This design comes from an exercise in tuning for small area, a short achievable clock period and few clock cycles on the open sky130 flow, not from production work.
In this exercise RTL edits were held to simulation tests only and were not proved equivalent to the original.
No activity file was given, so power comes from the tool's default toggle rates.

[flow/config.mk]
export PLATFORM = sky130hd
export DESIGN_NAME = mips_top
export DESIGN_NICKNAME = mips_top
export VERILOG_FILES = /design/flow/design.v
export SDC_FILE = /design/flow/constraint.sdc
export NUM_CORES = 4
export LEC_CHECK = 0
export CAP_MARGIN = 20
export CORE_MARGIN = 2
export CORE_UTILIZATION = 65
export CTS_CLUSTER_DIAMETER = 80
export CTS_CLUSTER_SIZE = 30
export SLEW_MARGIN = 20
[flow/constraint.sdc]
create_clock -name core_clock -period 10.0 [get_ports {clk}]
set_input_delay 2.0000 -clock core_clock [delete_from_list [all_inputs] [get_ports {clk}]]
set_output_delay 2.0000 -clock core_clock [all_outputs]
set_load 0.01 [all_outputs]
[flow/design.v]
`timescale 1ns/1ps
module alu (
	input logic [31:0] a,
	input logic [31:0] b,
	input logic sub,
	input logic selAdd,
	input logic selLt,
	input logic lt,
	input logic selAnd,
	input logic selOr,
	input logic selXor,
	input logic selNor,
	input logic selSll,
	input logic selSrl,
	input logic selSra,
	output logic [31:0] result
);
	logic [31:0] sum;
	logic [31:0] shl;
	logic [31:0] shr;
	logic [32:0] sumC;
	assign sumC = {a, 1'b1} + {b, sub};
	assign sum = sumC[32:1];
	assign shl = a << b[4:0];
	assign shr = $signed({selSra & a[31], a}) >>> b[4:0];
	assign result = ({32{selAdd}} & sum) |
		({32{selAnd}} & (a & b)) |
		({32{selOr}} & (a | b)) |
		({32{selXor}} & (a ^ b)) |
		({32{selNor}} & ~(a | b)) |
		({32{selSll}} & shl) |
		({32{selSrl}} & shr) |
		{31'b0, selLt & lt};
endmodule
`timescale 1ns/1ps
module registerFile (
	input logic CLK,
	input logic [4:0] readA,
	input logic [4:0] readB,
	output logic [31:0] dataA,
	output logic [31:0] dataB,
	input logic writeEn,
	input logic [4:0] writeIdx,
	input logic [31:0] writeData
);
	logic [31:0] regs [32];
	assign regs[0] = '0;
	genvar i;
	generate
		for (i = 1; i < 32; i++) begin : gen_reg
			logic [31:0] q;
			always_ff @(posedge CLK) begin
				if (writeEn && writeIdx == 5'(i)) q <= writeData;
			end
			assign regs[i] = q;
		end
	endgenerate
	assign dataA = regs[readA];
	assign dataB = regs[readB];
endmodule
`timescale 1ns/1ps
module mips_top (
	input logic clk,
	input logic reset,
	output logic mem_valid,
	output logic mem_write,
	output logic [8:0] mem_addr,
	output logic [31:0] mem_wdata,
	input logic mem_done,
	input logic [31:0] mem_rdata
);
	localparam logic [5:0] OpRType = 6'h00;
	localparam logic [5:0] OpBeq = 6'h04;
	localparam logic [5:0] OpBne = 6'h05;
	localparam logic [5:0] OpAddi = 6'h08;
	localparam logic [5:0] OpSlti = 6'h0a;
	localparam logic [5:0] OpAndi = 6'h0c;
	localparam logic [5:0] OpOri = 6'h0d;
	localparam logic [5:0] OpXori = 6'h0e;
	localparam logic [5:0] OpLui = 6'h0f;
	localparam logic [5:0] OpLw = 6'h23;
	localparam logic [5:0] OpSw = 6'h2b;
	logic reqValid;
	logic reqWrite;
	logic reqFetch;
	logic reqLoad;
	logic [8:0] reqAddr;
	logic [6:0] pc;  
	logic [31:0] ir;
	logic irValid;
	logic irIssued;  
	logic irOwed;  
	logic [31:0] aReg;
	logic [31:0] bReg;
	logic exWe;
	logic [4:0] exRd;
	logic exSub;
	logic selAdd, selLt, selAnd, selOr, selXor, selNor, selSll, selSrl, selSra;
	logic ltPre;  
	logic [31:0] aluOut;
	assign mem_valid = reqValid;
	assign mem_write = reqWrite;
	assign mem_addr = reqAddr;
	assign mem_wdata = bReg;
	logic [5:0] rdOp;
	logic rdBranch;
	logic rdMem;
	logic fastLw;
	logic fetchDone;
	logic memDone;
	assign rdOp = mem_rdata[31:26];
	assign rdBranch = (rdOp == OpBeq) || (rdOp == OpBne);
	assign rdMem = (rdOp == OpLw) || (rdOp == OpSw);
	assign fastLw = (rdOp == OpLw) && (mem_rdata[25:21] == 5'd0);
	logic rdIdle;
	logic fastSw;
	assign rdIdle = reqFetch && !irValid;
	assign fastSw = (rdOp == OpSw) && (mem_rdata[25:21] == 5'd0) && rdIdle;
	assign fetchDone = reqFetch && mem_done;
	logic rdSltType;
	logic rdSltHaz;
	assign rdSltType = (rdOp == OpRType && (mem_rdata[5:0] == 6'h2a || mem_rdata[5:0] == 6'h2b)) ||
		rdOp == OpSlti;
	assign rdSltHaz = rdSltType && rdAlu && dst != 5'd0 && (mem_rdata[25:21] == dst ||
		(rdOp == OpRType && mem_rdata[20:16] == dst));
	assign memDone = reqValid && !reqFetch && mem_done;
	logic [5:0] op;
	logic [5:0] fn;
	logic [4:0] rs, rt, rd;
	logic [15:0] imm;
	assign op = ir[31:26];
	assign rs = ir[25:21];
	assign rt = ir[20:16];
	assign rd = ir[15:11];
	assign fn = ir[5:0];
	assign imm = ir[15:0];
	logic isR, isAddi, isSlti, isAndi, isOri, isXori, isLui, isBeq, isBne, isLw, isSw;
	assign isR = op == OpRType;
	assign isAddi = op == OpAddi;
	assign isSlti = op == OpSlti;
	assign isAndi = op == OpAndi;
	assign isOri = op == OpOri;
	assign isXori = op == OpXori;
	assign isLui = op == OpLui;
	assign isBeq = op == OpBeq;
	assign isBne = op == OpBne;
	assign isLw = op == OpLw;
	assign isSw = op == OpSw;
	logic fSll, fSrl, fSra, fAdd, fSub, fAnd, fOr, fXor, fNor, fSlt, fSltu;
	assign fSll = isR && fn == 6'h00;
	assign fSrl = isR && fn == 6'h02;
	assign fSra = isR && fn == 6'h03;
	assign fAdd = isR && fn == 6'h20;
	assign fSub = isR && fn == 6'h22;
	assign fAnd = isR && fn == 6'h24;
	assign fOr = isR && fn == 6'h25;
	assign fXor = isR && fn == 6'h26;
	assign fNor = isR && fn == 6'h27;
	assign fSlt = isR && fn == 6'h2a;
	assign fSltu = isR && fn == 6'h2b;
	logic isShift;
	logic isImmOp;
	logic isAlu;
	logic [4:0] dst;
	logic usesRtB;
	assign isShift = fSll || fSrl || fSra;
	assign isImmOp = isAddi || isSlti || isAndi || isOri || isXori || isLui;
	assign isAlu = isR || isImmOp;
	assign dst = isR ? rd : rt;
	assign usesRtB = (isR && !isShift) || isBeq || isBne || isSw;
	logic [31:0] portA;
	logic [31:0] portB;
	logic [31:0] rsV;
	logic [31:0] rtV;
	logic [31:0] rsVNext;
	logic [31:0] rtVNext;
	logic [31:0] rsVal;
	logic [31:0] rtVal;
	logic hitInS;
	logic hitInT;
	assign hitInS = exWe && (mem_rdata[25:21] == exRd);
	assign hitInT = exWe && (mem_rdata[20:16] == exRd);
	assign rsVNext = hitInS ? aluOut : portA;
	assign rtVNext = hitInT ? aluOut : portB;
	assign rsVal = rsV;
	assign rtVal = rtV;
	registerFile regs (
		.CLK(clk),
		.readA(mem_rdata[25:21]),
		.readB(mem_rdata[20:16]),
		.dataA(portA),
		.dataB(portB),
		.writeEn(exWe),
		.writeIdx(exRd),
		.writeData(aluOut)
	);
	logic hitRs;
	logic hitRt;
	assign hitRs = exWe && (rs == exRd);
	assign hitRt = exWe && (rt == exRd);
	logic fwdA;
	logic fwdB;
	logic [31:0] aOther;
	logic [31:0] bOther;
	logic [31:0] bPlain;
	logic bInv;
	logic [31:0] aNext;
	logic [31:0] bNext;
	assign fwdA = isShift ? hitRt : (hitRs && !isLui);
	assign fwdB = usesRtB && hitRt;
	always_comb begin
		if (isShift) aOther = rtVal;
		else if (isLui) aOther = '0;
		else aOther = rsVal;
		if (isShift) bPlain = {27'b0, ir[10:6]};
		else if (isLui) bPlain = {imm, 16'b0};
		else if (isAddi || isSlti) bPlain = {{16{imm[15]}}, imm};
		else if (isAndi || isOri || isXori) bPlain = {16'b0, imm};
		else bPlain = rtVal;
	end
	assign bInv = fSub;
	assign bOther = bPlain ^ {32{bInv}};
	assign aNext = fwdA ? aluOut : aOther;
	assign bNext = fwdB ? (aluOut ^ {32{bInv}}) : bOther;
	logic memNeedsRd;
	logic memHazard;
	logic rdIssue;
	logic rdAlu;
	logic isSltType;
	logic sltWait;
	logic [31:0] ltB;
	logic ltNow;
	assign isSltType = fSlt || fSltu || isSlti;
	assign sltWait = isSltType && (hitRs || (isR && hitRt));
	assign ltB = isSlti ? {{16{imm[15]}}, imm} : rtVal;
	assign ltNow = fSltu ? (rsVal < ltB) : ($signed(rsVal) < $signed(ltB));
	logic rdBr;
	logic rdBrNow;
	logic [8:0] ea;
	assign memNeedsRd = (isSw || isLw) && !irIssued;
	assign memHazard = hitRs;
	assign rdIssue = irValid && memNeedsRd && !memHazard;
	assign rdAlu = irValid && isAlu && !sltWait;
	assign rdBr = irValid && (isBeq || isBne) && (hitRs || hitRt);
	assign rdBrNow = irValid && (isBeq || isBne) && !(hitRs || hitRt);
	assign ea = rsVal[8:0] + imm[8:0];
	alu mainAlu (
		.a(aReg),
		.b(bReg),
		.sub(exSub),
		.selAdd(selAdd),
		.selLt(selLt),
		.lt(ltPre),
		.selAnd(selAnd),
		.selOr(selOr),
		.selXor(selXor),
		.selNor(selNor),
		.selSll(selSll),
		.selSrl(selSrl),
		.selSra(selSra),
		.result(aluOut)
	);
	logic [6:0] target;
	assign target = pc + ir[6:0];
	logic takenNow;
	assign takenNow = (rsVal == rtVal) ^ isBne;
	logic issueFetch;
	logic rdOwed;
	assign rdOwed = irValid && irOwed;
	assign issueFetch = rdBrNow || rdOwed;
	logic aFwd;
	logic bFwd;
	assign aFwd = !reqLoad && irValid && fwdA;
	assign bFwd = !reqLoad && irValid && fwdB;
	logic [8:0] addrRest;
	logic takeSel;
	logic eaSel;
	logic [8:0] reqAddrNext;
	always_comb begin
		addrRest = reqAddr;
		if (reqValid) begin
			if (mem_done) begin
				if (reqFetch) begin
					addrRest = (fastLw || fastSw) ? mem_rdata[8:0] : {reqAddr[8:2] + 7'd1, 2'b00};
				end else begin
					addrRest = {pc, 2'b00};
				end
			end
		end else if (rdBrNow) begin
			addrRest = {pc, 2'b00};
		end else if (rdOwed) begin
			addrRest = {pc, 2'b00};
		end
	end
	assign takeSel = !reqValid && rdBrNow && takenNow;
	assign eaSel = !reqValid && rdIssue;
	assign reqAddrNext = takeSel ? {target, 2'b00} : (eaSel ? ea : addrRest);
	always_ff @(posedge clk) begin
		if (reqFetch) begin
			ir <= mem_rdata;
			irIssued <= fastLw || fastSw;
			irOwed <= rdSltHaz;
			pc <= reqAddr[8:2] + 7'd1;
		end
		if (reqFetch || hitRs) rsV <= (!reqFetch || hitInS) ? aluOut : portA;
		if (reqFetch || hitRt) rtV <= (!reqFetch || hitInT) ? aluOut : portB;
		ltPre <= ltNow;
		if (aFwd) aReg <= aluOut;
		else if (reqLoad) aReg <= mem_rdata;
		else if (irValid) aReg <= aOther;
		if (bFwd) bReg <= aluOut ^ {32{bInv}};
		else if (reqLoad) bReg <= mem_rdata;
		else if (fetchDone && fastSw) bReg <= rtVNext;
		else if (irValid && !irIssued) bReg <= bOther;
		if (reqLoad) begin
			exRd <= rt;
			exSub <= 1'b0;
			selAdd <= 1'b0;
			selLt <= 1'b0;
			selAnd <= 1'b0;
			selOr <= 1'b1;
			selXor <= 1'b0;
			selNor <= 1'b0;
			selSll <= 1'b0;
			selSrl <= 1'b0;
			selSra <= 1'b0;
		end else if (irValid) begin
			exRd <= dst;
			exSub <= bInv;
			selAdd <= fAdd || fSub || isAddi;
			selLt <= isSltType;
			selAnd <= fAnd || isAndi;
			selOr <= fOr || isOri || isLui;
			selXor <= fXor || isXori;
			selNor <= fNor;
			selSll <= fSll;
			selSrl <= fSrl || fSra;
			selSra <= fSra;
		end
		if (reset) begin
			reqValid <= 1'b1;
			reqWrite <= 1'b0;
			reqFetch <= 1'b1;
			reqLoad <= 1'b0;
			reqAddr <= '0;
			irValid <= 1'b0;
			exWe <= 1'b0;
		end else begin
			irValid <= fetchDone || (irValid && memNeedsRd && memHazard) || (irValid && sltWait) || rdBr;
			exWe <= (rdAlu && dst != 5'd0) || (reqLoad && mem_done && rt != 5'd0);
			reqAddr <= reqAddrNext;
			if (reqValid) begin
				if (mem_done) begin
					if (reqFetch) begin
						reqValid <= !(rdBranch || rdMem || rdSltHaz) || fastLw || fastSw;
						reqFetch <= !(rdBranch || rdMem || rdSltHaz);
						reqLoad <= fastLw;
						reqWrite <= fastSw;
					end else begin
						reqFetch <= 1'b1;
						reqLoad <= 1'b0;
						reqWrite <= 1'b0;
					end
				end
			end else begin
				reqValid <= rdIssue || issueFetch;
				reqFetch <= issueFetch;
				reqLoad <= rdIssue && isLw;
				reqWrite <= rdIssue && isSw;
			end
		end
	end
endmodule
[flow/flow/run.sh]
#!/bin/bash
set -euo pipefail
bash standard.sh SETUP_SLACK_MARGIN=6.0 "BUFFER_PORTS_ARGS=-buffer_cell sky130_fd_sc_hd__buf_4" > flow_make.log 2>&1
[flow/standard.sh]
#!/bin/bash
# synth_recipe.tcl (not shown) runs the flow's synth.tcl, then flattens the netlist and writes it again
# the make line also repeats each setting of config.mk as NAME=value (left out here)
make -C /OpenROAD-flow-scripts/flow DESIGN_CONFIG=/design/flow/config.mk WORK_HOME=/design/flow/orfs CLKGATE_MAP_FILE= SYNTH_SCRIPT=/design/flow/synth_recipe.tcl "${@:-finish}"
==> summary.txt <==
what timing repair did:
action,4_1_cts,5_1_grt
pin swaps,23,47
gates resized for setup,188,150
gates cloned,11,17
endpoints found under the setup margin,1058,501
buffers inserted,67,48
registers in the layout, indices dropped and copies added, names as in the netlist, 5 cells and up:
register and count:
exRd 5, reqAddr 9, bReg 32, aReg 32, ir 32, regs.gen.q 992
rtV 32, rsV 32, pc 7
cell families after synthesis:
kind of cell,Yosys count
simple gates,1251
xor+xnor,131
mux,199
compound gates,1664
flops,1192
fa+ha+maj,114
buf+inv,484
final timing paths:
path / cells after the start / slack [ns] / end
worst min register to register: 2 / 0.53 / reqAddr[0]
worst max register to register: 11 / 6.03 / bReg[14]
worst max-delay path: 9 / 5.83 / rsV[27]
worst min-delay path: 2 / 0.53 / reqAddr[0]
worst reg2reg max path: cells and delay by family, from the launching register on:
family,cells,cell delay (ns)
buffers and inverters,1,0.11
muxes,1,0.14
AOI/OAI and AO/OA,7,2.19
and+or+nand+nor,1,0.14
adders and majority gates,1,0.43
DFF,1,0.73
cells in the final DEF, fill, tap and decap left out, drive strengths merged, types with 111 or more instances in the layout:
cell type,n
a21oi,216
a221oi,156
a22o,120
a22oi,671
buf,345
edfxtp,1166
ha,111
nand2,348
nand3,166
nor2,293
o21ai,149
layer usage:
metal  wire, um  global-route usage, %  up-vias
li1           -                      -    20400
met4      37000                   49.9       49
met1      83800                   66.1    26300
met5       1320                   6.93        -
met2     111000                   78.7     7374
met3      59500                   33.9     2797
area by class of cell:
| cell class | instances | area [um2] |
|---|---|---|
| Timing Repair Buffer | 356 | 3550 |
| Clock inverter | 21 | 347 |
| Antenna cell | 21 | 52.6 |
| Clock buffer | 53 | 1330 |
| Multi-Input combinational cell | 3367 | 25500 |
| Fill cell | 6115 | 24800 |
| Sequential cell | 1192 | 35500 |
| Inverter | 110 | 468 |
| Tap cell | 1254 | 1570 |
| Timing Repair inverter | 11 | 82.6 |
where the power goes:
part | total [mW] | switching, mW | internal [mW]
clock network | 2.76 | 1.73 | 1.03
logic | 2.78 | 1.84 | 0.934
registers | 6.20 | 0.279 | 5.92
==> results.yml <==
min_path:
  min_path_type: "flip-flop to flip-flop"
  hp-start: "reqAddr[0]"
timing:
  maxSlewHeadroom_pct: 21.0
  period_minus_slack_ns: 4.17
  fin_crit_sh_pct: 41.7
  setup_ws_ns: 5.83
  tns_ns: 0
  grt_setup_unrepaired: "yes"
  fin_hold_ws_ns: 0.531
  hold_viol: 0
  slew_viol_final: 0
  clock-skew-final_ns: 0.0974
  max_slew.worst_pin.slew_ns: 1.18
  setup_viol: 0
  fmax_mhz: 240
cts:
  cts_buffers: 53
  h-tree-depth: 2
  cts_hold_buffers: 0
  clock_latency_ns: 0.77
  ctsRootBufferMaster: "clkbuf_16"
  cts_buffer_depth: 3
  clkTransAtPathRegs_ns: 0.11
  cts_tree: "yes"
  cts.sinks: 1192
synthesis:
  synth_cells: 5035
  syn_nets: 5184
  synth_mux_area_share_pct: 4.40
  synth_warnings: 3
  postSynthAreaPerCell_um2: 12.1
  ys_types: 95
  async_flop_share_pct: 0
  synthSimpleGateAreaFrac_pct: 9.87
  synth_compound_area_share_pct: 20.1
  ys_top_cells_by_count: "1166 x edfxtp_1, 671 x a22oi_1, 348 x nand2_1"
  ys_seq_area_share_pct: 58.3
  netlist_area_um2: 61000
  synth_top_family_by_area: "compound AO/OA/AOI/OAI gates"
  synth_top_cell_by_area: "edfxtp_1"
  synth-xor-area-share_pct: 1.88
  ys_ff_latch: 1192
  yosys.area.top_type_share_pct: 57.4
  synth_edf_count: 1166
  ys_top_cells_by_area: "edfxtp_1 57%, a22oi_1 8.3%, ha_1 2.3%, a221oi_1 2.2%, nand2_1 2.1%"
  synth-main-ff-cell: "edfxtp_1"
  synth_most_common_cell: "edfxtp_1"
  yosys.area_share.adder_pct: 2.38
final_layout:
  synthToLayoutAreaGrowth_pct: 12.1
  nNetsFinal: 5240
  fin_area_um2: 68400
  drive_gt1_share_pct: 16.8
  final_cells: 6385
  final_core_util_pct: 73.4
detailed_routing:
  wirelength_um: 293000
  drtPass1Iterations: 14
  via_per_inst: 8.92
  drtIter0Drc: 15200
  wl_per_cell_um: 45.9
  ant_nets: 0
  num_vias: 56900
  drc_errors: 0
worst_setup_path:
  critPathCaptureType: "flip-flop"
  r2r_start: "aReg[5]"
  critPathLaunch: "mem_rdata[22]"
  crit_family: "simple AND/OR/NAND/NOR gates"
  cp_data_arrival_time_ns: 4.60
  cp_cell_sequence: "buf_4, or3b_4, nor2_4, buf_4, a22o_1, a221oi_1, nand4_1, nor3_2, o21ai_0"
  critPathLaunchType: "input port"
  crit_buf_inv: 2
  slowest_stage: "nor3_2"
  worstSetupPathType: "input port to flip-flop"
  critical_path.max_stage_delay_ns: 0.52
  worstPathRequired_ns: 10.43
  cp_max_fo: 32
  crit_top_cell: "buf_4"
global_routing:
  grt_pass1_wl_um: 389000
  overflow: 0
  grt_max_degree: 68
  first_global_vias: 51700
  grt_antenna_before_repair: 18
  grt_usage_pct: 58.7
pwr:
  vdd_drop_max_mv: 0.216
  power_per_cell_area_nw_per_um2: 172
  finalPower_mw: 11.7
  power.leakage_nw: 23.1
placement:
  gp_congestion: 1.09
  dp_hpwl_um: 159000
  port-buffer-count: 77
  post-place-cells: 6146
  postPlaceCellArea_um2: 63700
  dp_worst_setup_slack_ns: 4.03
die:
  initial_core_util_pct: 65.5
  ios: 78
  die_y_um: 310
  rows: 112
  coreArea_um2: 93200
  die_w_um: 310
  die_area_um2: 96300
run_status:
  outcome: "complete, no violations"
run:
  maxCapViolations: 0
Testbench counts, summed over its fixed seeds: cycles 31,802.

-- afterwards: timing with drivers on the ports --
The results above use ideal ports. As a check the final layout listed here was re-extracted and re-timed, cells and wires unchanged. Step 1 assumes that a clkbuf_16 drives the clock port and a buf_2 every other input. Step 2 times the ports against the registers' clock, not the clock port: input delays grow and output delays shrink by t, the midpoint of the rising clock arrivals with the driver on. a / b / c = no drivers / after step 1 / after step 2; a / b = the first two.
t (ns): 0.799
setup WS [ns]: 5.832 / 5.877 / 5.077
hold WS [ns]: 0.531 / 0.531 / 0.531
worst setup path at the end: input to register
cell pins on the clock port's net: 1
After both steps setup and hold are still met in this run. For this run, drivers alone change the setup slack by +0.045 ns; drivers and shift together by -0.755 ns.
